Context: an optimization exercise on an open-source flow, tuned for small area, a short achievable clock period and few clock cycles. The choices shown serve that exercise and are no tape-out recipe. RTL that was checked went through simulation tests only; none was proved equivalent to the original. For run 4, only the layout was checked, not whether the RTL still works. Power is estimated from default activity; no workload was simulated.

==> flow/design.v <==
package cpu_pkg;
    typedef logic [15:0] word_t;
    typedef logic [7:0]  bank_t;
    typedef logic [23:0] addr_t;    
    typedef logic [2:0]  reg_idx_t;
    typedef enum logic [3:0] {
        OP_NOP     = 4'h0,
        OP_MOV     = 4'h1,
        OP_ADD     = 4'h2,
        OP_SUB     = 4'h3,
        OP_AND     = 4'h4,
        OP_OR      = 4'h5,
        OP_XOR     = 4'h6,
        OP_CMP     = 4'h7,
        OP_MOVI    = 4'h8,
        OP_MUL     = 4'h9,
        OP_JMPI    = 4'hA,
        OP_JMP     = 4'hB,
        OP_BRANCH  = 4'hC,
        OP_LOAD    = 4'hD,
        OP_STORE   = 4'hE,
        OP_SPECIAL = 4'hF
    } opcode_t;
    typedef struct packed {
        opcode_t    opcode;
        reg_idx_t   rd;
        reg_idx_t   rs;
        reg_idx_t   rt;
        logic [2:0] func;    
    } instr_r_t;
    typedef struct packed {
        opcode_t    opcode;
        logic [2:0] sel;     
        logic [8:0] imm;
    } instr_i_t;
    typedef union packed {
        instr_r_t r;
        instr_i_t i;
    } instr_u;
    typedef enum logic [2:0] {
        ALU_ADD, ALU_SUB, ALU_AND, ALU_OR, ALU_XOR, ALU_MUL, ALU_PASS
    } alu_op_t;
    localparam int FLAG_Z = 0;
    localparam int FLAG_N = 1;
    localparam int FLAG_C = 2;
    localparam int FLAG_V = 3;
    localparam logic [2:0] COND_EQ = 3'd0;
    localparam logic [2:0] COND_NE = 3'd1;
    localparam logic [2:0] COND_CS = 3'd2;
    localparam logic [2:0] COND_CC = 3'd3;
    localparam logic [2:0] COND_MI = 3'd4;
    localparam logic [2:0] COND_PL = 3'd5;
    localparam logic [2:0] COND_VS = 3'd6;
    localparam logic [2:0] COND_VC = 3'd7;
    localparam logic [2:0] FUNC_MOV_RR       = 3'd0;    
    localparam logic [2:0] FUNC_MOV_TO_DBR   = 3'd2;    
    localparam logic [2:0] FUNC_MOV_FROM_DBR = 3'd3;    
    localparam logic [2:0] FUNC_HALT         = 3'd6;
endpackage
`timescale 1ns/1ps
module mul_cs (
    input  logic [15:0] a,
    input  logic [15:0] b,
    output logic [15:0] x,
    output logic [15:0] y
);
    logic s1, c2, s3, c4, s5, c6, s7, c8, s9, c10, s11, c12, s13, c14, s15, c16, s17, c18, s19, c20, s21, c22, s23, c24, s25, c26, s27, c28, s29, c30, s31, c32, s33, c34, s35, c36, s37, c38, s39, c40, s41, c42, s43, c44, s45, c46, s47, c48, s49, c50, s51, c52, s53, c54, s55, c56, s57, c58, s59, c60, s61, c62, s63, c64, s65, c66, s67, c68, s69, c70, s71, c72, s73, c74, s75, c76, s77, c78, s79, c80, s81, c82, s83, c84, s85, c86, s87, c88, s89, c90, s91, c92, s93, c94, s95, c96, s97, c98, s99, c100, s101, c102, s103, c104, s105, c106, s107, c108, s109, c110, s111, c112, s113, c114, s115, c116, s117, c118, s119, c120, s121, c122, s123, c124, s125, c126, s127, c128, s129, c130, s131, c132, s133, c134, s135, c136, s137, c138, s139, c140, s141, c142, s143, c144, s145, c146, s147, c148, s149, c150, s151, c152, s153, c154, s155, c156, s157, c158, s159, c160, s161, c162, s163, c164, s165, c166, s167, c168, s169, c170, s171, c172, s173, c174, s175, c176, s177, c178, s179, c180, s181, c182, s183, c184, s185, c186, s187, c188, s189, c190, s191, c192, s193, c194, s195, c196, s197, c198, s199, c200, s201, c202, s203, c204, s205, c206, s207, c208, s209, c210;
    assign s1 = (a[0] & b[13]) ^ (a[1] & b[12]);
    assign c2 = (a[0] & b[13]) & (a[1] & b[12]);
    assign s3 = (a[0] & b[14]) ^ (a[1] & b[13]) ^ (a[2] & b[12]);
    assign c4 = ((a[0] & b[14]) & (a[1] & b[13])) | ((a[0] & b[14]) & (a[2] & b[12])) | ((a[1] & b[13]) & (a[2] & b[12]));
    assign s5 = (a[3] & b[11]) ^ (a[4] & b[10]);
    assign c6 = (a[3] & b[11]) & (a[4] & b[10]);
    assign s7 = (a[0] & b[15]) ^ (a[1] & b[14]) ^ (a[2] & b[13]);
    assign c8 = ((a[0] & b[15]) & (a[1] & b[14])) | ((a[0] & b[15]) & (a[2] & b[13])) | ((a[1] & b[14]) & (a[2] & b[13]));
    assign s9 = (a[3] & b[12]) ^ (a[4] & b[11]) ^ (a[5] & b[10]);
    assign c10 = ((a[3] & b[12]) & (a[4] & b[11])) | ((a[3] & b[12]) & (a[5] & b[10])) | ((a[4] & b[11]) & (a[5] & b[10]));
    assign s11 = (a[6] & b[9]) ^ (a[7] & b[8]);
    assign c12 = (a[6] & b[9]) & (a[7] & b[8]);
    assign s13 = (a[0] & b[9]) ^ (a[1] & b[8]);
    assign c14 = (a[0] & b[9]) & (a[1] & b[8]);
    assign s15 = (a[0] & b[10]) ^ (a[1] & b[9]) ^ (a[2] & b[8]);
    assign c16 = ((a[0] & b[10]) & (a[1] & b[9])) | ((a[0] & b[10]) & (a[2] & b[8])) | ((a[1] & b[9]) & (a[2] & b[8]));
    assign s17 = (a[3] & b[7]) ^ (a[4] & b[6]);
    assign c18 = (a[3] & b[7]) & (a[4] & b[6]);
    assign s19 = (a[0] & b[11]) ^ (a[1] & b[10]) ^ (a[2] & b[9]);
    assign c20 = ((a[0] & b[11]) & (a[1] & b[10])) | ((a[0] & b[11]) & (a[2] & b[9])) | ((a[1] & b[10]) & (a[2] & b[9]));
    assign s21 = (a[3] & b[8]) ^ (a[4] & b[7]) ^ (a[5] & b[6]);
    assign c22 = ((a[3] & b[8]) & (a[4] & b[7])) | ((a[3] & b[8]) & (a[5] & b[6])) | ((a[4] & b[7]) & (a[5] & b[6]));
    assign s23 = (a[6] & b[5]) ^ (a[7] & b[4]);
    assign c24 = (a[6] & b[5]) & (a[7] & b[4]);
    assign s25 = (a[0] & b[12]) ^ (a[1] & b[11]) ^ (a[2] & b[10]);
    assign c26 = ((a[0] & b[12]) & (a[1] & b[11])) | ((a[0] & b[12]) & (a[2] & b[10])) | ((a[1] & b[11]) & (a[2] & b[10]));
    assign s27 = (a[3] & b[9]) ^ (a[4] & b[8]) ^ (a[5] & b[7]);
    assign c28 = ((a[3] & b[9]) & (a[4] & b[8])) | ((a[3] & b[9]) & (a[5] & b[7])) | ((a[4] & b[8]) & (a[5] & b[7]));
    assign s29 = (a[6] & b[6]) ^ (a[7] & b[5]) ^ (a[8] & b[4]);
    assign c30 = ((a[6] & b[6]) & (a[7] & b[5])) | ((a[6] & b[6]) & (a[8] & b[4])) | ((a[7] & b[5]) & (a[8] & b[4]));
    assign s31 = (a[9] & b[3]) ^ (a[10] & b[2]);
    assign c32 = (a[9] & b[3]) & (a[10] & b[2]);
    assign s33 = (a[2] & b[11]) ^ (a[3] & b[10]) ^ (a[4] & b[9]);
    assign c34 = ((a[2] & b[11]) & (a[3] & b[10])) | ((a[2] & b[11]) & (a[4] & b[9])) | ((a[3] & b[10]) & (a[4] & b[9]));
    assign s35 = (a[5] & b[8]) ^ (a[6] & b[7]) ^ (a[7] & b[6]);
    assign c36 = ((a[5] & b[8]) & (a[6] & b[7])) | ((a[5] & b[8]) & (a[7] & b[6])) | ((a[6] & b[7]) & (a[7] & b[6]));
    assign s37 = (a[8] & b[5]) ^ (a[9] & b[4]) ^ (a[10] & b[3]);
    assign c38 = ((a[8] & b[5]) & (a[9] & b[4])) | ((a[8] & b[5]) & (a[10] & b[3])) | ((a[9] & b[4]) & (a[10] & b[3]));
    assign s39 = (a[11] & b[2]) ^ (a[12] & b[1]) ^ (a[13] & b[0]);
    assign c40 = ((a[11] & b[2]) & (a[12] & b[1])) | ((a[11] & b[2]) & (a[13] & b[0])) | ((a[12] & b[1]) & (a[13] & b[0]));
    assign s41 = (a[5] & b[9]) ^ (a[6] & b[8]) ^ (a[7] & b[7]);
    assign c42 = ((a[5] & b[9]) & (a[6] & b[8])) | ((a[5] & b[9]) & (a[7] & b[7])) | ((a[6] & b[8]) & (a[7] & b[7]));
    assign s43 = (a[8] & b[6]) ^ (a[9] & b[5]) ^ (a[10] & b[4]);
    assign c44 = ((a[8] & b[6]) & (a[9] & b[5])) | ((a[8] & b[6]) & (a[10] & b[4])) | ((a[9] & b[5]) & (a[10] & b[4]));
    assign s45 = (a[11] & b[3]) ^ (a[12] & b[2]) ^ (a[13] & b[1]);
    assign c46 = ((a[11] & b[3]) & (a[12] & b[2])) | ((a[11] & b[3]) & (a[13] & b[1])) | ((a[12] & b[2]) & (a[13] & b[1]));
    assign s47 = (a[14] & b[0]) ^ c2 ^ s3;
    assign c48 = ((a[14] & b[0]) & c2) | ((a[14] & b[0]) & s3) | (c2 & s3);
    assign s49 = (a[8] & b[7]) ^ (a[9] & b[6]) ^ (a[10] & b[5]);
    assign c50 = ((a[8] & b[7]) & (a[9] & b[6])) | ((a[8] & b[7]) & (a[10] & b[5])) | ((a[9] & b[6]) & (a[10] & b[5]));
    assign s51 = (a[11] & b[4]) ^ (a[12] & b[3]) ^ (a[13] & b[2]);
    assign c52 = ((a[11] & b[4]) & (a[12] & b[3])) | ((a[11] & b[4]) & (a[13] & b[2])) | ((a[12] & b[3]) & (a[13] & b[2]));
    assign s53 = (a[14] & b[1]) ^ (a[15] & b[0]) ^ c4;
    assign c54 = ((a[14] & b[1]) & (a[15] & b[0])) | ((a[14] & b[1]) & c4) | ((a[15] & b[0]) & c4);
    assign s55 = c6 ^ s7 ^ s9;
    assign c56 = (c6 & s7) | (c6 & s9) | (s7 & s9);
    assign s57 = (a[0] & b[6]) ^ (a[1] & b[5]);
    assign c58 = (a[0] & b[6]) & (a[1] & b[5]);
    assign s59 = (a[0] & b[7]) ^ (a[1] & b[6]) ^ (a[2] & b[5]);
    assign c60 = ((a[0] & b[7]) & (a[1] & b[6])) | ((a[0] & b[7]) & (a[2] & b[5])) | ((a[1] & b[6]) & (a[2] & b[5]));
    assign s61 = (a[3] & b[4]) ^ (a[4] & b[3]);
    assign c62 = (a[3] & b[4]) & (a[4] & b[3]);
    assign s63 = (a[0] & b[8]) ^ (a[1] & b[7]) ^ (a[2] & b[6]);
    assign c64 = ((a[0] & b[8]) & (a[1] & b[7])) | ((a[0] & b[8]) & (a[2] & b[6])) | ((a[1] & b[7]) & (a[2] & b[6]));
    assign s65 = (a[3] & b[5]) ^ (a[4] & b[4]) ^ (a[5] & b[3]);
    assign c66 = ((a[3] & b[5]) & (a[4] & b[4])) | ((a[3] & b[5]) & (a[5] & b[3])) | ((a[4] & b[4]) & (a[5] & b[3]));
    assign s67 = (a[6] & b[2]) ^ (a[7] & b[1]);
    assign c68 = (a[6] & b[2]) & (a[7] & b[1]);
    assign s69 = (a[2] & b[7]) ^ (a[3] & b[6]) ^ (a[4] & b[5]);
    assign c70 = ((a[2] & b[7]) & (a[3] & b[6])) | ((a[2] & b[7]) & (a[4] & b[5])) | ((a[3] & b[6]) & (a[4] & b[5]));
    assign s71 = (a[5] & b[4]) ^ (a[6] & b[3]) ^ (a[7] & b[2]);
    assign c72 = ((a[5] & b[4]) & (a[6] & b[3])) | ((a[5] & b[4]) & (a[7] & b[2])) | ((a[6] & b[3]) & (a[7] & b[2]));
    assign s73 = (a[8] & b[1]) ^ (a[9] & b[0]) ^ s13;
    assign c74 = ((a[8] & b[1]) & (a[9] & b[0])) | ((a[8] & b[1]) & s13) | ((a[9] & b[0]) & s13);
    assign s75 = (a[5] & b[5]) ^ (a[6] & b[4]) ^ (a[7] & b[3]);
    assign c76 = ((a[5] & b[5]) & (a[6] & b[4])) | ((a[5] & b[5]) & (a[7] & b[3])) | ((a[6] & b[4]) & (a[7] & b[3]));
    assign s77 = (a[8] & b[2]) ^ (a[9] & b[1]) ^ (a[10] & b[0]);
    assign c78 = ((a[8] & b[2]) & (a[9] & b[1])) | ((a[8] & b[2]) & (a[10] & b[0])) | ((a[9] & b[1]) & (a[10] & b[0]));
    assign s79 = c14 ^ s15 ^ s17;
    assign c80 = (c14 & s15) | (c14 & s17) | (s15 & s17);
    assign s81 = (a[8] & b[3]) ^ (a[9] & b[2]) ^ (a[10] & b[1]);
    assign c82 = ((a[8] & b[3]) & (a[9] & b[2])) | ((a[8] & b[3]) & (a[10] & b[1])) | ((a[9] & b[2]) & (a[10] & b[1]));
    assign s83 = (a[11] & b[0]) ^ c16 ^ c18;
    assign c84 = ((a[11] & b[0]) & c16) | ((a[11] & b[0]) & c18) | (c16 & c18);
    assign s85 = s19 ^ s21 ^ s23;
    assign c86 = (s19 & s21) | (s19 & s23) | (s21 & s23);
    assign s87 = (a[11] & b[1]) ^ (a[12] & b[0]) ^ c20;
    assign c88 = ((a[11] & b[1]) & (a[12] & b[0])) | ((a[11] & b[1]) & c20) | ((a[12] & b[0]) & c20);
    assign s89 = c22 ^ c24 ^ s25;
    assign c90 = (c22 & c24) | (c22 & s25) | (c24 & s25);
    assign s91 = s27 ^ s29 ^ s31;
    assign c92 = (s27 & s29) | (s27 & s31) | (s29 & s31);
    assign s93 = s1 ^ c26 ^ c28;
    assign c94 = (s1 & c26) | (s1 & c28) | (c26 & c28);
    assign s95 = c30 ^ c32 ^ s33;
    assign c96 = (c30 & c32) | (c30 & s33) | (c32 & s33);
    assign s97 = s35 ^ s37 ^ s39;
    assign c98 = (s35 & s37) | (s35 & s39) | (s37 & s39);
    assign s99 = s5 ^ c34 ^ c36;
    assign c100 = (s5 & c34) | (s5 & c36) | (c34 & c36);
    assign s101 = c38 ^ c40 ^ s41;
    assign c102 = (c38 & c40) | (c38 & s41) | (c40 & s41);
    assign s103 = s43 ^ s45 ^ s47;
    assign c104 = (s43 & s45) | (s43 & s47) | (s45 & s47);
    assign s105 = s11 ^ c42 ^ c44;
    assign c106 = (s11 & c42) | (s11 & c44) | (c42 & c44);
    assign s107 = c46 ^ c48 ^ s49;
    assign c108 = (c46 & c48) | (c46 & s49) | (c48 & s49);
    assign s109 = s51 ^ s53 ^ s55;
    assign c110 = (s51 & s53) | (s51 & s55) | (s53 & s55);
    assign s111 = (a[0] & b[4]) ^ (a[1] & b[3]);
    assign c112 = (a[0] & b[4]) & (a[1] & b[3]);
    assign s113 = (a[0] & b[5]) ^ (a[1] & b[4]) ^ (a[2] & b[3]);
    assign c114 = ((a[0] & b[5]) & (a[1] & b[4])) | ((a[0] & b[5]) & (a[2] & b[3])) | ((a[1] & b[4]) & (a[2] & b[3]));
    assign s115 = (a[3] & b[2]) ^ (a[4] & b[1]);
    assign c116 = (a[3] & b[2]) & (a[4] & b[1]);
    assign s117 = (a[2] & b[4]) ^ (a[3] & b[3]) ^ (a[4] & b[2]);
    assign c118 = ((a[2] & b[4]) & (a[3] & b[3])) | ((a[2] & b[4]) & (a[4] & b[2])) | ((a[3] & b[3]) & (a[4] & b[2]));
    assign s119 = (a[5] & b[1]) ^ (a[6] & b[0]) ^ s57;
    assign c120 = ((a[5] & b[1]) & (a[6] & b[0])) | ((a[5] & b[1]) & s57) | ((a[6] & b[0]) & s57);
    assign s121 = (a[5] & b[2]) ^ (a[6] & b[1]) ^ (a[7] & b[0]);
    assign c122 = ((a[5] & b[2]) & (a[6] & b[1])) | ((a[5] & b[2]) & (a[7] & b[0])) | ((a[6] & b[1]) & (a[7] & b[0]));
    assign s123 = c58 ^ s59 ^ s61;
    assign c124 = (c58 & s59) | (c58 & s61) | (s59 & s61);
    assign s125 = (a[8] & b[0]) ^ c60 ^ c62;
    assign c126 = ((a[8] & b[0]) & c60) | ((a[8] & b[0]) & c62) | (c60 & c62);
    assign s127 = s63 ^ s65 ^ s67;
    assign c128 = (s63 & s65) | (s63 & s67) | (s65 & s67);
    assign s129 = c64 ^ c66 ^ c68;
    assign c130 = (c64 & c66) | (c64 & c68) | (c66 & c68);
    assign s131 = s69 ^ s71 ^ s73;
    assign c132 = (s69 & s71) | (s69 & s73) | (s71 & s73);
    assign s133 = c70 ^ c72 ^ c74;
    assign c134 = (c70 & c72) | (c70 & c74) | (c72 & c74);
    assign s135 = s75 ^ s77 ^ s79;
    assign c136 = (s75 & s77) | (s75 & s79) | (s77 & s79);
    assign s137 = c76 ^ c78 ^ c80;
    assign c138 = (c76 & c78) | (c76 & c80) | (c78 & c80);
    assign s139 = s81 ^ s83 ^ s85;
    assign c140 = (s81 & s83) | (s81 & s85) | (s83 & s85);
    assign s141 = c82 ^ c84 ^ c86;
    assign c142 = (c82 & c84) | (c82 & c86) | (c84 & c86);
    assign s143 = s87 ^ s89 ^ s91;
    assign c144 = (s87 & s89) | (s87 & s91) | (s89 & s91);
    assign s145 = c88 ^ c90 ^ c92;
    assign c146 = (c88 & c90) | (c88 & c92) | (c90 & c92);
    assign s147 = s93 ^ s95 ^ s97;
    assign c148 = (s93 & s95) | (s93 & s97) | (s95 & s97);
    assign s149 = c94 ^ c96 ^ c98;
    assign c150 = (c94 & c96) | (c94 & c98) | (c96 & c98);
    assign s151 = s99 ^ s101 ^ s103;
    assign c152 = (s99 & s101) | (s99 & s103) | (s101 & s103);
    assign s153 = c100 ^ c102 ^ c104;
    assign c154 = (c100 & c102) | (c100 & c104) | (c102 & c104);
    assign s155 = s105 ^ s107 ^ s109;
    assign c156 = (s105 & s107) | (s105 & s109) | (s107 & s109);
    assign s157 = (a[0] & b[3]) ^ (a[1] & b[2]);
    assign c158 = (a[0] & b[3]) & (a[1] & b[2]);
    assign s159 = (a[2] & b[2]) ^ (a[3] & b[1]) ^ (a[4] & b[0]);
    assign c160 = ((a[2] & b[2]) & (a[3] & b[1])) | ((a[2] & b[2]) & (a[4] & b[0])) | ((a[3] & b[1]) & (a[4] & b[0]));
    assign s161 = (a[5] & b[0]) ^ c112 ^ s113;
    assign c162 = ((a[5] & b[0]) & c112) | ((a[5] & b[0]) & s113) | (c112 & s113);
    assign s163 = c114 ^ c116 ^ s117;
    assign c164 = (c114 & c116) | (c114 & s117) | (c116 & s117);
    assign s165 = c118 ^ c120 ^ s121;
    assign c166 = (c118 & c120) | (c118 & s121) | (c120 & s121);
    assign s167 = c122 ^ c124 ^ s125;
    assign c168 = (c122 & c124) | (c122 & s125) | (c124 & s125);
    assign s169 = c126 ^ c128 ^ s129;
    assign c170 = (c126 & c128) | (c126 & s129) | (c128 & s129);
    assign s171 = c130 ^ c132 ^ s133;
    assign c172 = (c130 & c132) | (c130 & s133) | (c132 & s133);
    assign s173 = c134 ^ c136 ^ s137;
    assign c174 = (c134 & c136) | (c134 & s137) | (c136 & s137);
    assign s175 = c138 ^ c140 ^ s141;
    assign c176 = (c138 & c140) | (c138 & s141) | (c140 & s141);
    assign s177 = c142 ^ c144 ^ s145;
    assign c178 = (c142 & c144) | (c142 & s145) | (c144 & s145);
    assign s179 = c146 ^ c148 ^ s149;
    assign c180 = (c146 & c148) | (c146 & s149) | (c148 & s149);
    assign s181 = c150 ^ c152 ^ s153;
    assign c182 = (c150 & c152) | (c150 & s153) | (c152 & s153);
    assign s183 = (a[0] & b[2]) ^ (a[1] & b[1]);
    assign c184 = (a[0] & b[2]) & (a[1] & b[1]);
    assign s185 = (a[2] & b[1]) ^ (a[3] & b[0]) ^ s157;
    assign c186 = ((a[2] & b[1]) & (a[3] & b[0])) | ((a[2] & b[1]) & s157) | ((a[3] & b[0]) & s157);
    assign s187 = s111 ^ c158 ^ s159;
    assign c188 = (s111 & c158) | (s111 & s159) | (c158 & s159);
    assign s189 = s115 ^ c160 ^ s161;
    assign c190 = (s115 & c160) | (s115 & s161) | (c160 & s161);
    assign s191 = s119 ^ c162 ^ s163;
    assign c192 = (s119 & c162) | (s119 & s163) | (c162 & s163);
    assign s193 = s123 ^ c164 ^ s165;
    assign c194 = (s123 & c164) | (s123 & s165) | (c164 & s165);
    assign s195 = s127 ^ c166 ^ s167;
    assign c196 = (s127 & c166) | (s127 & s167) | (c166 & s167);
    assign s197 = s131 ^ c168 ^ s169;
    assign c198 = (s131 & c168) | (s131 & s169) | (c168 & s169);
    assign s199 = s135 ^ c170 ^ s171;
    assign c200 = (s135 & c170) | (s135 & s171) | (c170 & s171);
    assign s201 = s139 ^ c172 ^ s173;
    assign c202 = (s139 & c172) | (s139 & s173) | (c172 & s173);
    assign s203 = s143 ^ c174 ^ s175;
    assign c204 = (s143 & c174) | (s143 & s175) | (c174 & s175);
    assign s205 = s147 ^ c176 ^ s177;
    assign c206 = (s147 & c176) | (s147 & s177) | (c176 & s177);
    assign s207 = s151 ^ c178 ^ s179;
    assign c208 = (s151 & c178) | (s151 & s179) | (c178 & s179);
    assign s209 = s155 ^ c180 ^ s181;
    assign c210 = (s155 & c180) | (s155 & s181) | (c180 & s181);
    assign x = {c208, c206, c204, c202, c200, c198, c196, c194, c192, c190, c188, c186, c184, (a[2] & b[0]), (a[0] & b[1]), (a[0] & b[0])};
    assign y = {s209, s207, s205, s203, s201, s199, s197, s195, s193, s191, s189, s187, s185, s183, (a[1] & b[0]), 1'b0};
endmodule
`timescale 1ns/1ps
module nc_cpu_top #(
    parameter logic [7:0]  RESET_BANK      = 8'h01,
    parameter logic [15:0] RESET_OFFSET    = 16'h8000,
    parameter logic [7:0]  RESET_DATA_BANK = 8'h00
) (
    input  logic        clk,
    input  logic        reset_n,
    output logic        mem_valid,
    output logic        mem_we,
    output logic [23:0] mem_addr,
    output logic [15:0] mem_wdata,
    input  logic        mem_ready,
    input  logic [15:0] mem_rdata,
    output logic        halted
);
    logic [15:0] regs [8];   
    logic [7:0]  rv;         
    logic        fz, fn, fc, fv;
    logic [7:0]  dbr;
    logic [15:0] ir;        
    logic        iv;        
    logic        run;       
    logic [15:0] fa;        
    logic        mph;       
    logic [15:0] mx, my;    
    logic        sv;
    logic [2:0]  sa, sd;
    logic        d_mem, d_st, d_halt, d_mul, d_fwd;
    logic        d_uj;          
    logic        d_sub;         
    logic [7:0]  d_bc;          
    logic [3:0]  op, nop;
    assign nop  = mem_rdata[15:12];
    logic [2:0]  rd, rs, fnc;
    logic [15:0] simm;
    assign op   = ir[15:12];
    assign rd   = ir[11:9];
    assign rs   = ir[8:6];
    assign fnc  = ir[2:0];
    assign simm = {{7{ir[8]}}, ir[8:0]};    
    logic is_jmp, is_ld;
    assign is_jmp  = (op == 4'hB);
    assign is_ld   = d_mem && !d_st;
    logic [15:0] a_val, b_val;
    logic taken;
    assign taken = d_uj || (d_bc[0] &&  fz) || (d_bc[1] && !fz)
                        || (d_bc[2] &&  fc) || (d_bc[3] && !fc)
                        || (d_bc[4] &&  fn) || (d_bc[5] && !fn)
                        || (d_bc[6] &&  fv) || (d_bc[7] && !fv);
    logic        redir, dacc, hlt, mul0, fetching;
    logic [15:0] target, cur, fa_next;
    logic [15:0] tgt;       
    assign redir   = iv && taken;
    assign target  = is_jmp ? a_val : tgt;
    assign cur     = redir ? target : fa;
    assign fa_next = cur + 16'd2;
    assign dacc     = iv && d_mem;
    assign hlt      = iv && d_halt;
    assign mul0     = iv && d_mul && !mph;
    assign fetching = run && !dacc && !hlt && !mul0;
    assign halted    = hlt;
    assign mem_valid = run && !hlt && !mul0;
    assign mem_we    = dacc && d_st;
    assign mem_addr  = dacc ? {dbr, a_val} : {RESET_BANK, cur};
    assign mem_wdata = b_val;
    logic        sub, cin;
    logic [16:0] sum;
    logic [15:0] bx, mhi, res;
    logic        carry, ovf, z_sum;
    assign sub   = d_sub;
    assign cin   = sub;
    assign bx    = b_val;
    assign sum   = {1'b0, a_val} + {1'b0, bx} + {16'd0, cin};
    assign carry = sum[16] ^ sub;
    assign ovf   = (a_val[15] == bx[15]) && (sum[15] != a_val[15]);
    assign z_sum = &(~((a_val ^ bx) ^ {a_val[14:0] | bx[14:0], cin}));
    logic [15:0] mx_d, my_d;
    logic        mz;
    mul_cs i_mul (.a(a_val), .b(b_val), .x(mx_d), .y(my_d));
    assign mhi = mx + my;
    assign mz  = &(~(mx ^ my ^ {mx[14:0] | my[14:0], 1'b0}));
    logic wr, set_zn, set_cv, dbr_wr, zr;
    always_comb begin
        res    = sum[15:0];
        zr     = z_sum;
        wr     = 1'b0;
        set_cv = 1'b0;
        dbr_wr = 1'b0;
        case (op)
            4'h1: begin
                res = (fnc == 3'd3) ? {8'h00, dbr} : a_val;
                zr  = (fnc == 3'd3) ? (dbr == 8'd0) : (a_val == 16'd0);
                wr  = (fnc == 3'd0) || (fnc == 3'd3);
                dbr_wr = (fnc == 3'd2);
            end
            4'h2, 4'h3: begin wr = 1'b1; set_cv = 1'b1; end
            4'h7:       set_cv = 1'b1;
            4'h4: begin res = a_val & b_val; zr = (res == 16'd0); wr = 1'b1; end
            4'h5: begin res = a_val | b_val; zr = (res == 16'd0); wr = 1'b1; end
            4'h6: begin res = a_val ^ b_val; zr = (res == 16'd0); wr = 1'b1; end
            4'h8: begin res = simm; zr = (ir[8:0] == 9'd0); wr = 1'b1; end
            4'h9: begin res = mhi; zr = mz; wr = 1'b1; end
            4'hD: begin
                res = d_fwd ? b_val : mem_rdata;
                zr  = d_fwd ? (b_val == 16'd0) : (mem_rdata == 16'd0);
                wr  = 1'b1;
            end
            default: ;
        endcase
        set_zn = wr || (op == 4'h7) || is_ld;
    end
    logic ex_alu, ex_ld, wen;
    assign ex_alu = iv && !d_mem && !mul0;
    assign ex_ld  = iv && is_ld && mem_ready;
    assign wen    = (ex_alu && wr) || ex_ld;
    logic st_kill, alu_kill, fwd_hit;
    assign alu_kill = ex_alu && ((wr && (rd == sa || rd == sd)) || dbr_wr);
    assign st_kill  = alu_kill || (ex_ld && (rd == sa || rd == sd));
    assign fwd_hit  = (nop == 4'hD) && sv && !alu_kill && (mem_rdata[8:6] == sa);
    always_ff @(posedge clk or negedge reset_n) begin
        if (!reset_n) begin
            rv <= 8'h00;
            {fz, fn, fc, fv} <= 4'h0;
            dbr <= RESET_DATA_BANK;
            sv  <= 1'b0;
            sa  <= 3'd0;
            sd  <= 3'd0;
        end else begin
            if (wen)
                rv[rd] <= 1'b1;
            if ((ex_alu && set_zn) || ex_ld) begin
                fz <= zr;
                fn <= res[15];
            end
            if (ex_alu && set_cv) begin
                fc <= carry;
                fv <= ovf;
            end
            if (ex_alu && dbr_wr)
                dbr <= a_val[7:0];
            if (iv && d_st) begin
                sv <= 1'b1;
                sa <= rs;
                sd <= rd;
            end else if (st_kill) begin
                sv <= 1'b0;
            end
        end
    end
    always_ff @(posedge clk or negedge reset_n) begin
        if (!reset_n) begin
            run <= 1'b0;
            iv  <= 1'b0;
            mph <= 1'b0;
            fa  <= RESET_OFFSET;
        end else begin
            run <= 1'b1;
            mph <= mul0;
            if (fetching) begin
                iv <= mem_ready;
                fa <= mem_ready ? fa_next : cur;
            end else if (dacc && mem_ready) begin
                iv <= 1'b0;
            end
        end
    end
    logic [2:0]  na, nb;
    logic [15:0] simm2;     
    assign simm2 = {{7{mem_rdata[8]}}, mem_rdata[8:0]} + 16'd2;
    logic        nsub;      
    assign nsub  = (nop == 4'h3) || (nop == 4'h7);
    logic        haz_a, haz_b;
    assign na    = mem_rdata[8:6];
    assign nb    = (nop == 4'hE) ? mem_rdata[11:9] : (nop == 4'hD) ? sd : mem_rdata[5:3];
    assign haz_a = ex_alu && wr && (rd == na);
    assign haz_b = ex_alu && wr && (rd == nb);
    always_ff @(posedge clk) begin
        if (wen)
            regs[rd] <= res;
        if (fetching && mem_ready) begin
            a_val <= haz_a ? res : (regs[na] & {16{rv[na]}});
            tgt   <= (nop == 4'hA) ? {cur[15:9], mem_rdata[8:0]} : cur + simm2;
            b_val <= (haz_b ? res : (regs[nb] & {16{rv[nb]}})) ^ {16{nsub}};
        end
    end
    always_ff @(posedge clk) begin
        mx <= mx_d;
        my <= my_d;
        if (fetching && mem_ready) begin
            ir     <= mem_rdata;
            d_mem  <= (nop == 4'hE) || ((nop == 4'hD) && !fwd_hit);
            d_fwd  <= fwd_hit;
            d_st   <= (nop == 4'hE);
            d_halt <= (nop == 4'hF) && (mem_rdata[2:0] == 3'd6);
            d_mul  <= (nop == 4'h9);
            d_uj   <= (nop == 4'hA) || (nop == 4'hB);
            d_sub  <= nsub;
            for (int i = 0; i < 8; i++)
                d_bc[i] <= (nop == 4'hC) && (mem_rdata[11:9] == i[2:0]);
        end
    end
endmodule
==> flow/flow/run.sh <==
#!/bin/bash
set -euo pipefail
MARGIN=$(cat flow/margin.txt)
bash standard.sh SETUP_SLACK_MARGIN=$MARGIN \
    "BUFFER_PORTS_ARGS=-buffer_cell sky130_fd_sc_hd__buf_4" finish > flow_make.log 2>&1
==> flow/flow/margin.txt <==
6.3
==> flow/standard.sh <==
#!/bin/bash
# synth_recipe.tcl (not shown) runs the flow's synth.tcl, then flattens the netlist and writes it again
# the make line also repeats each setting of config.mk as NAME=value (left out here)
make -C /OpenROAD-flow-scripts/flow DESIGN_CONFIG=/design/flow/config.mk WORK_HOME=/design/flow/orfs CLKGATE_MAP_FILE= SYNTH_SCRIPT=/design/flow/synth_recipe.tcl "${@:-finish}"
==> flow/config.mk <==
export PLATFORM = sky130hd
export DESIGN_NAME = nc_cpu_top
export DESIGN_NICKNAME = nc_cpu_top
export VERILOG_FILES = /design/flow/design.v
export SDC_FILE = /design/flow/constraint.sdc
export NUM_CORES = 4
export LEC_CHECK = 0
export CAP_MARGIN = 20
export CORE_MARGIN = 2
export CORE_UTILIZATION = 60
export PLACE_DENSITY = 0.72
export SLEW_MARGIN = 20
==> flow/constraint.sdc <==
create_clock -name core_clock -period 11.0 [get_ports {clk}]
set_input_delay 2.2000 -clock core_clock [delete_from_list [all_inputs] [get_ports {clk}]]
set_output_delay 2.2000 -clock core_clock [all_outputs]
set_load 0.01 [all_outputs]
==> impl_results.md, run 1 <==
* Share of layout cells above drive strength 1 at 16.5%
* Gpl congestion at 1.00
* Vias in the first global route at 16,000
* Initial antenna violation count at 0
* VDD IR max at 0.000157 V
* Critical path peak fanout at 12
* # setup viols final at 0
* Seq pwr share at 33.9%
* Gr usage total at 36.0%
* Max-cap violations at 0
* CTS max path bufs at 3
* Routed length per instance at 25.1 um
* Post-Syn Area at 0.0203 mm^2
* Root Buffer: clkbuf_16
* Slew @ Worst Pin at 1110 ps
* Die area at 0.0353 mm^2
* RR Startpoint: fn
* Core area at 0.0334 mm^2
* Via/cell ratio at 6.46
* Worst setup EP type: primary output
* Max-Slew Margin vs Limit at 25.6%
* Seq/Total Area, Yosys at 39.4%
* NumNets Final at 2,263
* Crit Path Class: reg -> out
* Static Leak at 9.31 nW
* Mapped Nets at 2,181
* Die width at 188 um
* Power Density at 190 mW/mm^2
* Cell internal pwr at 2.69 mW
* Max Slew Vio Count at 0
* Fmax at 207 MHz
* Std cell rows at 67
* Post-Route WL at 63,800 um
* Initial drt markers at 2,068
* Synth warn at 1
* Hold Path Class: reg -> reg
* Area Overhead vs Synth at 13.0%
* Global-route wire length before repair at 96,400 um
* Avg Synthesized Cell Area at 10.2 um^2
* Net Sw Power at 1.66 mW
* Ant. Diodes at 0
* Post-synth cell types at 88
* Total CTS buffers at 31
* Initial Utilization at 60.7%
* GRT overflow at 0
* Hold Path Origin: mph
* Critical Path RT at 8800 ps
* Skew-Pair Late Insertion Delay at 580 ps
* Outcome: complete, no violations
* Number of hold-slack violations in the final timing report at 0
* Post-synth EDFFs at 207
* Dominant synthesized flop cell: edfxtp_1
* Final TNS setup at 0 ps
* Sw Ratio at 38.1%
* Clk_skew at 12.1 ps
* Final worst path period share at 43.9%
* Fin crit period at 4830 ps
* DR DRC count at 0
* Part of the power in the clock network at 23.6%
* CTS sink count at 284
* CTS H-Tree Depth at 1
* Comb pwr share at 42.5%
* Largest net degree at the start of global routing at 70
* Post-CTS Hold Buffers at 0
* TritonCTS clock tree: done
* Crit start category: flip-flop
* Drt pass-1 iters at 8
* Crit path from: fn
* Boundary pin count at 62
* Worst Path Arrival at 2630 ps
* FFs w/ async S/R, synth at 16.2%
* Hold Slack at 447 ps
* Post-Synthesis Cells at 1,992
* Via count at 16,400
* RSZ-0062 raised after global routing: true
* #FFs+latches synth at 284
* Post-route ant nets at 0
* PortBufs at 61
* Die Y at 188 um
* Clk slew on worst S/H paths at 60 ps
* Detailed placer's ending HPWL at 44,600 um
## layer usage
layer	wire length [um]	GRT usage [%]	vias to the layer above	part of all wire, %
met4	2990	13.7	0	4.7
met1	24600	49.4	8113	39
met5	0	0	-	0
met2	30300	59.3	909	47
met3	6020	4.29	223	9.4
li1	-	-	7183	-
## final cells by class
class,count,area [um^2]
Multi-Input combinational cell,1422,11400
Fill cell,2541,10500
Sequential cell,284,7990
Timing Repair Buffer,154,1290
Clock buffer,36,795
Inverter,181,688
Tap cell,448,561
Clock inverter,20,189
## power groups by stage
stage               Sequential [mW]  Combinational, mW  Clock [mW]
finish                         1.48               1.85        1.02
global route                   1.49               2.00        1.08
CTS                            1.47               1.77        1.04
detailed placement             1.49               1.67           0
global placement               1.49               1.63           0
floorplan                      1.44               1.20           0
## sequential cells by signal, summed over array words and instances, names as in the netlist, 3 cells and up
register and cells:
rv 8, my 15, mx 16, dbr 8
b_val 16, sd 3, regs 128, tgt 16
ir 16, sa 3, fa 16, d_bc 8
a_val 16
## cells by family (layout without fill, tap and decap cells)
group / Yosys count / count (layout) / share of synthesized area [%]
muxes: 172 / 172 / 11.0
other: 1 / 1 / 0.0185
and+or+nand+nor: 566 / 566 / 13.0
DFF: 284 / 284 / 39.4
xor gates and xnor gates: 144 / 144 / 6.26
AOI/OAI and AO/OA: 368 / 368 / 11.3
adders and majority gates: 171 / 171 / 13.6
buffers and inverters: 286 / 391 / 5.43
## worst max-delay path, cell delays in order (launching register included)
cell     delay [ps]
dfrtp_1         420
mux2_4          350
or2_4           290
o21ai_4         160
buf_12          160
buf_4           140
buf_4           120
o21a_1          150
o21ai_0          90
buf_4           160
## stage by stage
stage               util (%)  cells  worst slack, ps  instance area, um^2  power, mW
global placement        63.4   2428             5300                21200       3.12
detailed placement      63.4   2428             5170                21200       3.16
global route            68.6   2545             6070                22900       4.57
finish                  68.6   2545             6170                22900       4.35
floorplan                  -   1992             6310                20300       2.64
CTS                     67.7   2524             6180                22600       4.28
## placed cells by master, fill, tap and decap left out, types with 34 or more instances in the layout
cell type / synthesis / routed
xnor2_1: 99 / 99
a21oi_1: 102 / 99
dfrtp_1: 45 / 45
buf_4: 3 / 132
edfxtp_1: 207 / 207
ha_1: 88 / 88
mux2i_1: 88 / 87
nand2_1: 181 / 179
o21ai_0: 97 / 87
inv_1: 174 / 172
xor2_1: 44 / 44
mux2_2: 47 / 41
mux4_2: 34 / 34
fa_1: 82 / 82
nor2_1: 195 / 193
## repair_timing
item / CTS / global route
pin swaps: 9 / 13
gates resized for setup: 41 / 32
gates cloned: 0 / 1
endpoints found under the setup margin: 34 / 53
setup buffers: 40 / 20
## Yosys cell counts (all sizes together), types with 5 or more instances
master	instances	area share [%]
a21o	13	0.48
xor2	44	1.9
clkinv	5	0.093
o22ai	30	0.93
dfxtp	31	3.1
dfrtp	45	5.6
mux4	34	3.8
clkbuf	80	1.5
o21a	7	0.30
nor4	26	0.88
o31ai	7	0.35
mux2i	89	4.4
a221oi	7	0.30
buf	25	0.59
or3	6	0.19
nand2	181	3.4
o211ai	12	0.49
a31o	6	0.26
edfxtp	207	31
nand3	26	0.64
xnor2	100	4.4
fa	82	8.1
nand2b	14	0.43
or4	6	0.22
nor2	195	3.6
inv	176	3.3
a31oi	7	0.22
a21oi	103	2.6
mux2	49	2.8
and3	12	0.37
nor3	26	0.64
ha	88	5.4
nor2b	14	0.43
nand4	25	0.80
a211oi	20	0.74
nor3b	8	0.30
o21ai	117	2.9
and2	6	0.19
## worst paths after layout
check | to | slack, ps | cells past startpoint
min reg2reg | mph | 450 | 1
max | mem_addr[15] | 6170 | 9
min | mph | 450 | 1
min in group asynchronous | fa[4] | 1640 | 1
max in group asynchronous | rv[4] | 8850 | 1
max reg2reg | fa[15] | 6260 | 28
Testbench counts, summed over its fixed seeds: cycles 79,294.
==> run 2, diff against run 1 <==
--- a/flow/config.mk
+++ b/flow/config.mk
@@ -8,5 +8,6 @@
 export CAP_MARGIN = 20
 export CORE_MARGIN = 2
-export CORE_UTILIZATION = 60
-export PLACE_DENSITY = 0.72
+export CORE_UTILIZATION = 40
+export CTS_BUF_LIST = sky130_fd_sc_hd__clkbuf_4 sky130_fd_sc_hd__clkbuf_8
+export PLACE_DENSITY = 0.6
 export SLEW_MARGIN = 20
==> run 2 against run 1 <==
  * Wire length grew 6.7%
  * Critical path type unchanged
  * Maximum frequency shrank 1.7%
  * Still clean on timing, DRC and antenna
  * Critical path depth shrank 1
  * Sequential cell count is the same
  * Largest power group unchanged
  * Sequential power is essentially flat
  * Total power grew 2.6%
==> impl_results.md, run 2 <==
* Core area at 0.0501 mm^2 (was 0.0334 mm^2)
* Critical Path RT at 8800 ps (about the same)
* Max-Slew Margin vs Limit at 29.9% (was 25.6%)
* Outcome: complete, no violations (unchanged)
* Synth top area cells: edfxtp_1 (31%), fa_1 (8.1%), dfrtp_1 (5.6%), ha_1 (5.4%), mux2i_1 (4.3%) (unchanged)
* Synth Area in XOR/XNOR at 6.26% (unchanged)
* Crit start category: flip-flop (unchanged)
* Post-Syn Area at 0.0203 mm^2 (unchanged)
* #FFs+latches synth at 284 (unchanged)
* VDD IR max at 0.000112 V (was 0.000157 V)
* Vias in the first global route at 16,400 (was 16,000)
* Max Slew Vio Count at 0 (unchanged)
* Finished Core Util at 47.0% (was 68.6%)
* Fin crit period at 4910 ps (was 4830 ps)
* DR DRC count at 0 (unchanged)
* Synth area leader: edfxtp_1 (unchanged)
* Slew @ Worst Pin at 1050 ps (was 1110 ps)
* Die Y at 229 um (was 188 um)
* Synth warn at 1 (unchanged)
* TritonCTS clock tree: done (unchanged)
* Max-cap violations at 0 (unchanged)
* Boundary pin count at 62 (unchanged)
* Sw Ratio at 38.9% (was 38.1%)
* Largest net degree at the start of global routing at 70 (unchanged)
* GRT overflow at 0 (unchanged)
* Hold Path Class: reg -> reg (unchanged)
* Most common cell after layout, fill and taps aside: edfxtp_1 (unchanged)
* Comb pwr share at 43.6% (was 42.5%)
* Seq/Total Area, Yosys at 39.4% (unchanged)
* # setup viols final at 0 (unchanged)
* Post-Synthesis Cells at 1,992 (unchanged)
* Ant. Diodes at 0 (unchanged)
* Initial Utilization at 40.5% (was 60.7%)
* Part of the power in the clock network at 23.2% (was 23.6%)
* Number of hold-slack violations in the final timing report at 0 (unchanged)
* Post-route ant nets at 0 (unchanged)
* Total CTS buffers at 48 (was 31)
* Initial antenna violation count at 1 (was 0)
* Initial drt markers at 1,615 (was 2,068)
* Synth cell count leaders: edfxtp_1 (207), nor2_1 (195), nand2_1 (181) (unchanged)
* Routed length per instance at 24.2 um (was 25.1 um)
* Post-synthesis adder-cell area fraction at 13.6% (unchanged)
* Hold Slack at 460 ps (was 447 ps)
* Root Buffer: clkbuf_8 (was clkbuf_16)
* Via/cell ratio at 5.81 (was 6.46)
* Top reg by flops: regs (unchanged)
* PortBufs at 61 (unchanged)
* Compound-Gate Fraction of Synth Area at 11.3% (unchanged)
* Via count at 16,400 (about the same)
* Std cell rows at 82 (was 67)
* Die area at 0.0525 mm^2 (was 0.0353 mm^2)
* Global-route wire length before repair at 101,000 um (was 96,400 um)
* CTS H-Tree Depth at 2 (was 1)
* Crit Path Class: reg -> out (unchanged)
* Post-CTS Hold Buffers at 0 (unchanged)
* Final worst path period share at 44.6% (was 43.9%)
* Most frequent cells in the layout: edfxtp_1 (207), nor2_1 (191), nand2_1 (177), inv_1 (172), buf_4 (130) (was edfxtp_1 (207), nor2_1 (193), nand2_1 (179), inv_1 (172), buf_4 (132))
* FFs w/ async S/R, synth at 16.2% (unchanged)
* Cell internal pwr at 2.73 mW (was 2.69 mW)
* Fmax at 204 MHz (was 207 MHz)
* Dominant synthesized flop cell: edfxtp_1 (unchanged)
* Area share of and/or/nand/nor cells after synthesis at 13.0% (unchanged)
* Clk_skew at 31.3 ps (was 12.1 ps)
* Clk slew on worst S/H paths at 60 ps (about the same)
* Gr usage total at 25.5% (was 36.0%)
* Net Sw Power at 1.74 mW (was 1.66 mW)
* NumNets Final at 2,294 (was 2,263)
* RSZ-0062 raised after global routing: true (unchanged)
* Overall power at 4.46 mW (was 4.35 mW)
* CTS sink count at 284 (unchanged)
* Detailed placer's ending HPWL at 47,300 um (was 44,600 um)
* Worst setup EP type: primary output (unchanged)
* CTS max path bufs at 3 (unchanged)
* Static Leak at 9.50 nW (was 9.31 nW)
* Most common cell in the synthesized netlist: edfxtp_1 (unchanged)
* Die width at 229 um (was 188 um)
* Area Overhead vs Synth at 16.1% (was 13.0%)
* Gpl congestion at 0.967 (was 1.00)
* Post-synth EDFFs at 207 (unchanged)
* Post-synth cell types at 88 (unchanged)
* Critical path peak fanout at 5 (was 12)
* Main combinational cell family by area after synthesis: adder cells (unchanged)
* Final TNS setup at 0 ps (unchanged)
* Post-synth top area share at 30.7% (unchanged)
* Post-synthesis mux area share at 11.0% (unchanged)
* Avg Synthesized Cell Area at 10.2 um^2 (unchanged)
* Skew-Pair Late Insertion Delay at 670 ps (was 580 ps)
* Share of layout cells above drive strength 1 at 18.5% (was 16.5%)
* Max reg flops at 128 (unchanged)
* Mapped Nets at 2,181 (unchanged)
* Seq pwr share at 33.2% (was 33.9%)
* Drt pass-1 iters at 5 (was 8)
* Post-Route WL at 68,100 um (was 63,800 um)
* Power Density at 190 mW/mm^2 (about the same)
* Worst Path Arrival at 2710 ps (was 2630 ps)
run 2: changes by cell type in the layout (fill, tap and decap cells not counted), moves of 3 or more:
cell        previous run  this run
buf_12                 2         5
buf_6                 18        28
clkbuf_1               5         0
clkbuf_16             32         1
clkbuf_4               0        16
clkbuf_8               0        51
clkinv_1               8        18
clkinv_2               8         2
clkinvlp_4             5         2
nand2_4                0         3
o21ai_0               87        83
run 2: stage by stage:
step                      std cells  setup slack (ps)  instance area [um^2]
after floorplan                1992              6310                 20300
after global placement         2659              5210                 21500
after detailed placement       2659              5110                 21500
after CTS                      2799              6070                 23300
after global routing           2815              6010                 23500
final                          2815              6090                 23500
run 2: logic make-up after synthesis:
family / Yosys count
buffers and inverters: 286
multiplexers: 172
flip-flops: 284
adder cells (fa/ha/maj): 171
other: 1
AND/OR/NAND/NOR: 566
XOR/XNOR: 144
AO/OA/AOI/OAI: 368
run 2: final timing paths:
| check | end | startpoint | slack (ps) | depth (start not counted) |
|---|---|---|---|---|
| setup / recovery | mem_addr[7] | fv | 6090 | 8 |
| setup reg to reg | fa[15] | fv | 6270 | 28 |
| max in group asynchronous | iv | reset_n | 8890 | 1 |
| min in group asynchronous | dbr[1] | reset_n | 1590 | 1 |
| hold / removal | mph | mph | 460 | 1 |
| hold reg to reg | mph | mph | 460 | 1 |
run 2: repair_timing:
action | 4_1_cts | 5_1_grt
cloned | 1 | 1
pin swaps | 22 | 15
setup endpoints to repair | 36 | 42
buffers inserted | 51 | 15
resized for setup | 81 | 32
run 2: cell type report:
type                       instances  area (um^2)
tap                              672          841
inverter                         181          688
sequential                       284         7990
clock inverter                    21          195
clock buffer                      67          822
multi-input combinational       1422        11500
fill                            4720        26500
timing repair buffer             168         1500
run 2: layer usage:
metal	GRT usage (%)	wire length [um]
met5	0	13
met4	9.74	2830
met3	5.33	5720
met2	41.0	31300
met1	33.8	28200
run 2: power by group through the flow:
stage                     Clock [mW]  Sequential (mW)  Combinational, mW
after global placement             0             1.49               1.68
final                           1.03             1.48               1.95
after detailed placement           0             1.49               1.71
after CTS                       1.06             1.48               1.88
after floorplan                    0             1.44               1.20
after global routing            1.10             1.49               2.11
run 2: critical path: stages, from the launching register on:
cell     delay (ps)
dfrtp_2         450
mux2_4          330
or2_4           280
o21ai_4         210
buf_12          170
buf_8           130
o21ai_4          60
mux2_4          290
buf_6           130
==> run 3, diff against run 2 <==
--- a/flow/config.mk
+++ b/flow/config.mk
@@ -9,5 +9,4 @@
 export CORE_MARGIN = 2
 export CORE_UTILIZATION = 40
-export CTS_BUF_LIST = sky130_fd_sc_hd__clkbuf_4 sky130_fd_sc_hd__clkbuf_8
 export PLACE_DENSITY = 0.6
 export SLEW_MARGIN = 20
==> run 3 against run 2 <==
  * Maximum frequency up 2.7%
  * Final cell count down 1.9%
  * Utilization down 0.58 points
  * Synthesized cell count unchanged
  * Via count down 2.3%
  * Combinational power down 4%
  * Wire length down 1.8%
  * Largest power group unchanged
==> impl_results.md, run 3 <==
* Power Density at 191 mW/mm^2 (was 190 mW/mm^2)
* RR Startpoint: a_val[1] (was fv)
* Post-synth cell types at 88 (unchanged)
* Area Overhead vs Synth at 14.7% (was 16.1%)
* Std cell rows at 82 (unchanged)
* Overall power at 4.44 mW (was 4.46 mW)
* Post-synth EDFFs at 207 (unchanged)
* Number of hold-slack violations in the final timing report at 0 (unchanged)
* Worst setup EP type: primary output (unchanged)
* Crit Path Class: reg -> out (unchanged)
* Fmax at 209 MHz (was 204 MHz)
* Most common cell after layout, fill and taps aside: edfxtp_1 (unchanged)
* Outcome: complete, no violations (unchanged)
* Final TNS setup at 0 ps (unchanged)
* Ant. Diodes at 0 (unchanged)
* Top reg by flops: regs (unchanged)
* Critical path's most frequent cell: mux2_4
* Finished Core Util at 46.4% (was 47.0%)
* Die Y at 229 um (unchanged)
* Most common cell in the synthesized netlist: edfxtp_1 (unchanged)
* Seq/Total Area, Yosys at 39.4% (unchanged)
* TritonCTS clock tree: done (unchanged)
* Worst Hold End: mph (unchanged)
* FF-to-FF End: b_val[15] (was fa[15])
* Detailed placer's ending HPWL at 47,300 um (unchanged)
* Area of the multi-input gates at 0.0115 mm^2 (about the same)
* Post-synth top area share at 30.7% (unchanged)
* # setup viols final at 0 (unchanged)
* Hold Path Class: reg -> reg (unchanged)
* CTS H-Tree Depth at 2 (unchanged)
* Most frequent cells in the layout: edfxtp_1 (207), nor2_1 (194), nand2_1 (176), inv_1 (171), buf_4 (124) (was edfxtp_1 (207), nor2_1 (191), nand2_1 (177), inv_1 (172), buf_4 (130))
* Buf+Inv Stages, Crit Path at 1 (was 3)
* Worst path cell trace: mux2_4 > or2_4 > o21a_4 > mux2_4 > mux2_4 > buf_6 (was mux2_4 > or2_4 > o21ai_4 > buf_12 > buf_8 > o21ai_4 > mux2_4 > buf_6)
* Share of layout cells above drive strength 1 at 16.5% (was 18.5%)
* Root Buffer: clkbuf_16 (was clkbuf_8)
* Crit start category: flip-flop (unchanged)
* Max reg flops at 128 (unchanged)
* VDD IR max at 0.000137 V (was 0.000112 V)
* Synth top area cells: edfxtp_1 (31%), fa_1 (8.1%), dfrtp_1 (5.6%), ha_1 (5.4%), mux2i_1 (4.3%) (unchanged)
* Boundary pin count at 62 (unchanged)
* Critical path peak fanout at 5 (unchanged)
* Max-Slew Margin vs Limit at 29.0% (was 29.9%)
* RSZ-0062 raised after global routing: true (unchanged)
* PortBufs at 61 (unchanged)
* Skew-Pair Late Insertion Delay at 570 ps (was 670 ps)
* Critical Path RT at 8800 ps (about the same)
* Top delay family on crit path: multiplexers (unchanged)
* Vias in the first global route at 16,000 (was 16,400)
* Reg2reg path depth at 14 (was 28)
* Static Leak at 9.32 nW (was 9.50 nW)
* Post-Synthesis Cells at 1,992 (unchanged)
* Dominant synthesized flop cell: edfxtp_1 (unchanged)
* Final setup margin at 6220 ps (was 6090 ps)
* Post-Syn Area at 0.0203 mm^2 (unchanged)
* Initial antenna violation count at 1 (unchanged)
* Global-route wire length before repair at 100,000 um (was 101,000 um)
* #FFs+latches synth at 284 (unchanged)
* Max Slew Vio Count at 0 (unchanged)
* Fin crit period at 4780 ps (was 4910 ps)
* Die area at 0.0525 mm^2 (unchanged)
* Drt pass-1 iters at 7 (was 5)
* Avg Synthesized Cell Area at 10.2 um^2 (unchanged)
* Via count at 16,000 (was 16,400)
* Clk slew on worst S/H paths at 60 ps (about the same)
* Reg area at 0.00799 mm^2 (unchanged)
* Reg-to-reg slack, setup at 6440 ps (was 6270 ps)
* Hold Crit Depth at 1 (unchanged)
* Clk_skew at 31.4 ps (was 31.3 ps)
* Post-CTS Hold Buffers at 0 (unchanged)
* Post-route ant nets at 0 (unchanged)
* Crit-path max cell delay at 450 ps (about the same)
* Total CTS buffers at 34 (was 48)
* Crit-path slowest cell: dfrtp_2 (unchanged)
* Synth cell count leaders: edfxtp_1 (207), nor2_1 (195), nand2_1 (181) (unchanged)
* CTS max path bufs at 3 (unchanged)
* Largest net degree at the start of global routing at 70 (unchanged)
* Synth warn at 1 (unchanged)
* Gpl congestion at 0.967 (unchanged)
* Final worst path period share at 43.5% (was 44.6%)
* Post-Route WL at 66,800 um (was 68,100 um)
* Synth area leader: edfxtp_1 (unchanged)
* Via/cell ratio at 5.78 (was 5.81)
* FFs w/ async S/R, synth at 16.2% (unchanged)
* Initial Utilization at 40.5% (unchanged)
* CTS sink count at 284 (unchanged)
* Max-cap violations at 0 (unchanged)
* Gr usage total at 25.2% (was 25.5%)
* Mapped Nets at 2,181 (unchanged)
* Worst Path Arrival at 2580 ps (was 2710 ps)
* NumNets Final at 2,254 (was 2,294)
* Crit path depth at 6 (was 8)
* DR DRC count at 0 (unchanged)
* Core area at 0.0501 mm^2 (unchanged)
* Pre-CTS setup slack at 5110 ps (unchanged)
* Filler instances at 4,744 (was 4,720)
* Initial drt markers at 1,361 (was 1,615)
* Slew @ Worst Pin at 1070 ps (was 1050 ps)
* Routed length per instance at 24.2 um (about the same)
* Hold Path Origin: mph (unchanged)
* GRT overflow at 0 (unchanged)
* Die width at 229 um (unchanged)
run 3: cell counts after synthesis:
Identical to the previous run, type by type.
run 3: worst max-delay path by stage:
stage | slack, ps | start | to
6_report | 6220 | fv | mem_addr[6]
5_1_grt | 6180 | fv | mem_addr[6]
4_1_cts | 6190 | fv | mem_addr[6]
3_5_place_dp | 5110 | mem_rdata[14] | b_val[14]
3_3_place_gp | 5210 | mem_rdata[14] | b_val[12]
2_1_floorplan | 6310 | mem_rdata[4] | tgt[13]
run 3: cell families after synthesis:
| family | Yosys count | synth area share, % |
|---|---|---|
| AND/OR/NAND/NOR | 566 | 13.0 |
| AO/OA/AOI/OAI | 368 | 11.3 |
| buffers and inverters | 286 | 5.43 |
| flip-flops | 284 | 39.4 |
| multiplexers | 172 | 11.0 |
| adder cells (fa/ha/maj) | 171 | 13.6 |
| XOR/XNOR | 144 | 6.26 |
| other | 1 | 0.0185 |
run 3: routing by layer:
layer  track usage [%]  share of wire, %  vias up
met5                 0             0.019        -
met4              9.07               3.7        2
met3              5.15               8.1      147
met2              40.5                46      653
met1              33.7                42     8006
li1                  -                 -     7164
run 3: stage by stage:
stage / area (um^2) / hold WS, ps / cells
floorplan: 20300 / 407 / 1992
global placement: 21500 / 427 / 2659
detailed placement: 21500 / 456 / 2659
CTS: 23100 / 461 / 2750
global route: 23200 / 478 / 2762
finish: 23200 / 463 / 2762
run 3: final cells by class:
cell class | instances | share of cell area (%)
Clock buffer | 39 | 3.74
Sequential cell | 284 | 34.4
Inverter | 181 | 2.98
Tap cell | 672 | 3.62
Multi-Input combinational cell | 1422 | 49.3
Clock inverter | 22 | 0.829
Timing Repair Buffer | 142 | 5.14
run 3: worst register-to-register path, stage by stage (launching register included):
cell and delay (ps):
edfxtp_1 360, buf_4 210, inv_1 550, ha_1 450, a21o_1 210, a21o_1 190, a21oi_1 210, o21ai_0 270
a22oi_1 320, a21oi_1 180, a311o_1 430, xnor2_1 170, a2bb2oi_2 450, a21oi_1 160, xnor2_1 150
run 3: power by group:
part           switching [mW]  leakage [nW]  internal [mW]
clock                   0.473         0.524          0.621
sequential              0.127          2.72           1.35
combinational            1.10          6.08          0.770
run 3: what timing repair did:
action                                  in CTS  in global routing
endpoints found under the setup margin      36                 36
gates cloned                                 1                  1
gates resized for setup                     75                 15
pin swaps                                   17                  8
buffers inserted                            29                 11
==> run 4, diff against run 3 <==
--- a/flow/design.v
+++ b/flow/design.v
@@ -343,5 +343,5 @@
     assign mem_valid = run && !hlt && !mul0;
     assign mem_we    = dacc && d_st;
-    assign mem_addr  = dacc ? {dbr, a_val} : {RESET_BANK, cur};
+    assign mem_addr  = {dacc ? dbr : RESET_BANK, redir ? target : dacc ? a_val : fa};
     assign mem_wdata = b_val;
     logic        sub, cin;
@@ -352,5 +352,19 @@
     assign cin   = sub;
     assign bx    = b_val;
-    assign sum   = {1'b0, a_val} + {1'b0, bx} + {16'd0, cin};
+    always_comb begin
+        logic [15:0] p, g, gg, pp;
+        p  = a_val ^ bx;
+        g  = a_val & bx;
+        gg = g;
+        pp = p;
+        gg[0] = g[0] | (p[0] & cin);
+        for (int k = 0; k < 4; k++)
+            for (int i = 0; i < 16; i++)
+                if (i[k]) begin
+                    gg[i] = gg[i] | (pp[i] & gg[((i >> k) << k) - 1]);
+                    pp[i] = pp[i] & pp[((i >> k) << k) - 1];
+                end
+        sum = {gg[15], p ^ {gg[14:0], cin}};
+    end
     assign carry = sum[16] ^ sub;
     assign ovf   = (a_val[15] == bx[15]) && (sum[15] != a_val[15]);
==> flow/flow/margin.txt (replaced) <==
6.45
==> run 4 against run 3 <==
  * Final cell count is 0.22% higher
  * Non-clock buffer count shrank 16
  * Setup slack gained 110 ps
  * Final area rose by 0.46%
  * Largest power group unchanged
==> impl_results.md, run 4 <==
* Outcome: complete, no violations (unchanged)
* Detailed placer's ending HPWL at 47,200 um (was 47,300 um)
* Drt pass-1 iters at 6 (was 7)
* Static Leak at 9.08 nW (was 9.32 nW)
* Max reg flops at 128 (unchanged)
* Max-Slew Margin vs Limit at 31.4% (was 29.0%)
* GRT overflow at 0 (unchanged)
* #FFs+latches synth at 284 (unchanged)
* Sw Ratio at 38.3% (about the same)
* Post-Syn Area at 0.0203 mm^2 (about the same)
* Synth warn at 1 (unchanged)
* Critical path peak fanout at 11 (was 5)
* Initial antenna violation count at 1 (unchanged)
* RR Startpoint: fv (was a_val[1])
* Routed length per instance at 23.8 um (was 24.2 um)
* Initial drt markers at 1,374 (was 1,361)
* Crit start category: flip-flop (unchanged)
* Initial Utilization at 40.5% (about the same)
* Post-synth cell types at 85 (was 88)
* Placed Cells incl. Taps at 2,671 (was 2,659)
* Hold Path Origin: mph (unchanged)
* Synth cell count leaders: nor2_1 (208), edfxtp_1 (207), inv_1 (177) (was edfxtp_1 (207), nor2_1 (195), nand2_1 (181))
* Hold Path Class: reg -> reg (unchanged)
* FFs w/ async S/R, synth at 16.2% (unchanged)
* Post-Synthesis Cells at 2,005 (was 1,992)
* Synth top area cells: edfxtp_1 (31%), fa_1 (8.4%), dfrtp_1 (5.6%), ha_1 (5.4%), xnor2_1 (4.7%) (was edfxtp_1 (31%), fa_1 (8.1%), dfrtp_1 (5.6%), ha_1 (5.4%), mux2i_1 (4.3%))
* Seq pwr share at 33.3% (was 33.2%)
* Post-synth top area share at 30.6% (was 30.7%)
* Net Sw Power at 1.71 mW (was 1.70 mW)
* Final worst path period share at 42.5% (was 43.5%)
* Std cell rows at 82 (unchanged)
* Global-route wire length before repair at 99,200 um (was 100,000 um)
* Total CTS buffers at 34 (unchanged)
* Fin crit period at 4670 ps (was 4780 ps)
* Pre-CTS setup slack at 5040 ps (was 5110 ps)
* Die Y at 229 um (about the same)
* Top reg by flops: regs (unchanged)
* Post-CTS Hold Buffers at 0 (unchanged)
* CTS H-Tree Depth at 2 (unchanged)
* Fmax at 214 MHz (was 209 MHz)
* Finished Core Util at 46.6% (was 46.4%)
* Power Density at 192 mW/mm^2 (was 191 mW/mm^2)
* Reg2reg path depth at 20 (was 14)
* Final TNS setup at 0 ps (unchanged)
* Mapped Nets at 2,197 (was 2,181)
* Clk slew on worst S/H paths at 60 ps (about the same)
* Clk_skew at 13.7 ps (was 31.4 ps)
* Cell internal pwr at 2.76 mW (was 2.74 mW)
* Gpl congestion at 0.947 (was 0.967)
* Max Slew Vio Count at 0 (unchanged)
* # setup viols final at 0 (unchanged)
* Synth area leader: edfxtp_1 (unchanged)
* Avg Synthesized Cell Area at 10.1 um^2 (was 10.2 um^2)
* Post-DP Area at 0.0216 mm^2 (was 0.0215 mm^2)
* Die area at 0.0525 mm^2 (about the same)
* VDD IR max at 0.000126 V (was 0.000137 V)
* PortBufs at 61 (unchanged)
* Slew @ Worst Pin at 1030 ps (was 1070 ps)
* Root Buffer: clkbuf_16 (unchanged)
* Most frequent cells in the layout: edfxtp_1 (207), nor2_1 (189), inv_1 (173), nand2_1 (166), buf_4 (113) (was edfxtp_1 (207), nor2_1 (194), nand2_1 (176), inv_1 (171), buf_4 (124))
* Boundary pin count at 62 (unchanged)
* Post-Route WL at 66,000 um (was 66,800 um)
* Core area at 0.0501 mm^2 (unchanged)
* Most common cell in the synthesized netlist: nor2_1 (was edfxtp_1)
* Comb pwr share at 41.4% (was 42.1%)
* Worst setup EP type: primary output (unchanged)
* Worst Path Arrival at 2470 ps (was 2580 ps)
* Via count at 16,000 (about the same)
* Skew-Pair Late Insertion Delay at 550 ps (was 570 ps)
* Finished Cell Area at 0.0233 mm^2 (was 0.0232 mm^2)
* Seq/Total Area, Yosys at 39.4% (about the same)
* Largest net degree at the start of global routing at 71 (was 70)
* RSZ-0062 raised after global routing: true (unchanged)
* Area Overhead vs Synth at 15.1% (was 14.7%)
* Die width at 229 um (about the same)
* Critical Path RT at 8800 ps (about the same)
* Most common cell after layout, fill and taps aside: edfxtp_1 (unchanged)
* Via/cell ratio at 5.80 (was 5.78)
* TritonCTS clock tree: done (unchanged)
* Hold Crit Depth at 1 (unchanged)
* Hold Slack at 447 ps (was 463 ps)
* NumNets Final at 2,262 (was 2,254)
* Final setup margin at 6330 ps (was 6220 ps)
* Part of the power in the clock network at 25.3% (was 24.6%)
* Gr usage total at 24.8% (was 25.2%)
* Post-synth EDFFs at 207 (unchanged)
* Crit path from: fv (unchanged)
* Dominant synthesized flop cell: edfxtp_1 (unchanged)
* Share of layout cells above drive strength 1 at 14.9% (was 16.5%)
* Final non-filler cell total at 2,768 (was 2,762)
* CTS sink count at 284 (unchanged)
* Number of hold-slack violations in the final timing report at 0 (unchanged)
* Crit Path Class: reg -> out (unchanged)
* Overall power at 4.47 mW (was 4.44 mW)
* Max-cap violations at 0 (unchanged)
* CTS max path bufs at 3 (unchanged)
* Vias in the first global route at 16,000 (about the same)
* DR DRC count at 0 (unchanged)
* Post-route ant nets at 0 (unchanged)
[run 4: cell count changes in the layout (fill, tap and decap cells not counted), sizes merged, moves of 13 or more]
cell,change
mux2,-39
a211oi,+35
o21ai,-31
nor2b,+29
buf,-18
nor2,+13
[run 4: layout make-up]
class / count / area [um^2]
Fill cell: 4741 / 26700
Multi-Input combinational cell: 1439 / 11600
Sequential cell: 284 / 7990
Timing Repair Buffer: 126 / 1070
Clock buffer: 45 / 945
Tap cell: 672 / 841
Inverter: 185 / 706
Clock inverter: 16 / 173
Antenna cell: 1 / 2.50
[run 4: kinds of logic after synthesis]
logic type,after synthesis,synth area share [%]
xor gates and xnor gates,146,6.30
other,1,0.0185
AOI/OAI and AO/OA,397,12.6
muxes,132,8.69
DFF,284,39.4
buffers and inverters,283,5.43
and+or+nand+nor,588,13.7
adders and majority gates,174,13.9
[run 4: repair_timing]
action,CTS,global route
pin swaps,14,7
endpoints found under the hold margin,0,0
setup endpoints to repair,66,53
cloned,2,2
buffers inserted,17,14
resized for setup,52,28
[run 4: worst paths after layout]
check                              end  slack, ps
max                        mem_addr[0]       6330
min                                mph        450
max reg2reg                    tgt[14]       6580
min reg2reg                        mph        450
max in group asynchronous           iv       8830
min in group asynchronous        fa[4]       1680
[run 4: layer usage]
metal	vias to the layer above	global-route usage, %	wire [um]
li1	7241	-	-
met1	8058	33.9	28200
met2	617	39.8	30800
met3	129	4.51	4790
met4	2	8.30	2150
met5	-	0	13
[run 4: power by group through the flow]
stage	combinational, mW	clock [mW]	sequential [mW]
CTS	1.81	1.16	1.48
floorplan	1.24	0	1.45
global placement	1.70	0	1.50
finish	1.85	1.13	1.49
global route	2.04	1.20	1.50
detailed placement	1.74	0	1.50
[run 4: critical path, cell delays in order (launching register included)]
cell,delay [ps]
dfrtp_1,420
mux2i_1,230
nand2_2,190
o21a_4,310
nand2_2,310
o22ai_2,130
nor2_2,170
buf_4,150

-- static timing again, ports no longer ideal --
No port has a modelled driver above. Below, the same layouts with a new extraction and two added sets of constraints.
Step 1: set_driving_cell puts a clkbuf_16 on clk and a buf_2 on each other input, an assumption about the parent block.
Step 2 adds t to the input delays and takes it off the output delays; t is the mean of the earliest and latest rising clock arrival at the registers after step 1. Input paths then give back, and output paths get back, about the clock's delay inside the block.
Three values: no drivers, after step 1, after step 2; two values: the first two.
run	t, ns	setup slack, ns	worst hold slack (ns)	slew at the worst register clock pin (ns)	worst data-port slew with drivers (ns)
run 1	0.633	6.175 / 6.119 / 5.879	0.447 / 0.447 / 0.447	0.07 / 0.07	0.05
run 2	0.703	6.091 / 6.038 / 5.839	0.460 / 0.460 / 0.460	0.07 / 0.07	0.08
run 3	0.611	6.219 / 6.164 / 5.809	0.463 / 0.463 / 0.463	0.06 / 0.06	0.09
run 4	0.599	6.329 / 6.275 / 5.841	0.447 / 0.447 / 0.447	0.06 / 0.06	0.11
After both steps every run listed still meets setup and hold. The setup slack of run 4, which loses most, moves by -0.054 ns with the drivers and by -0.488 ns with both steps.
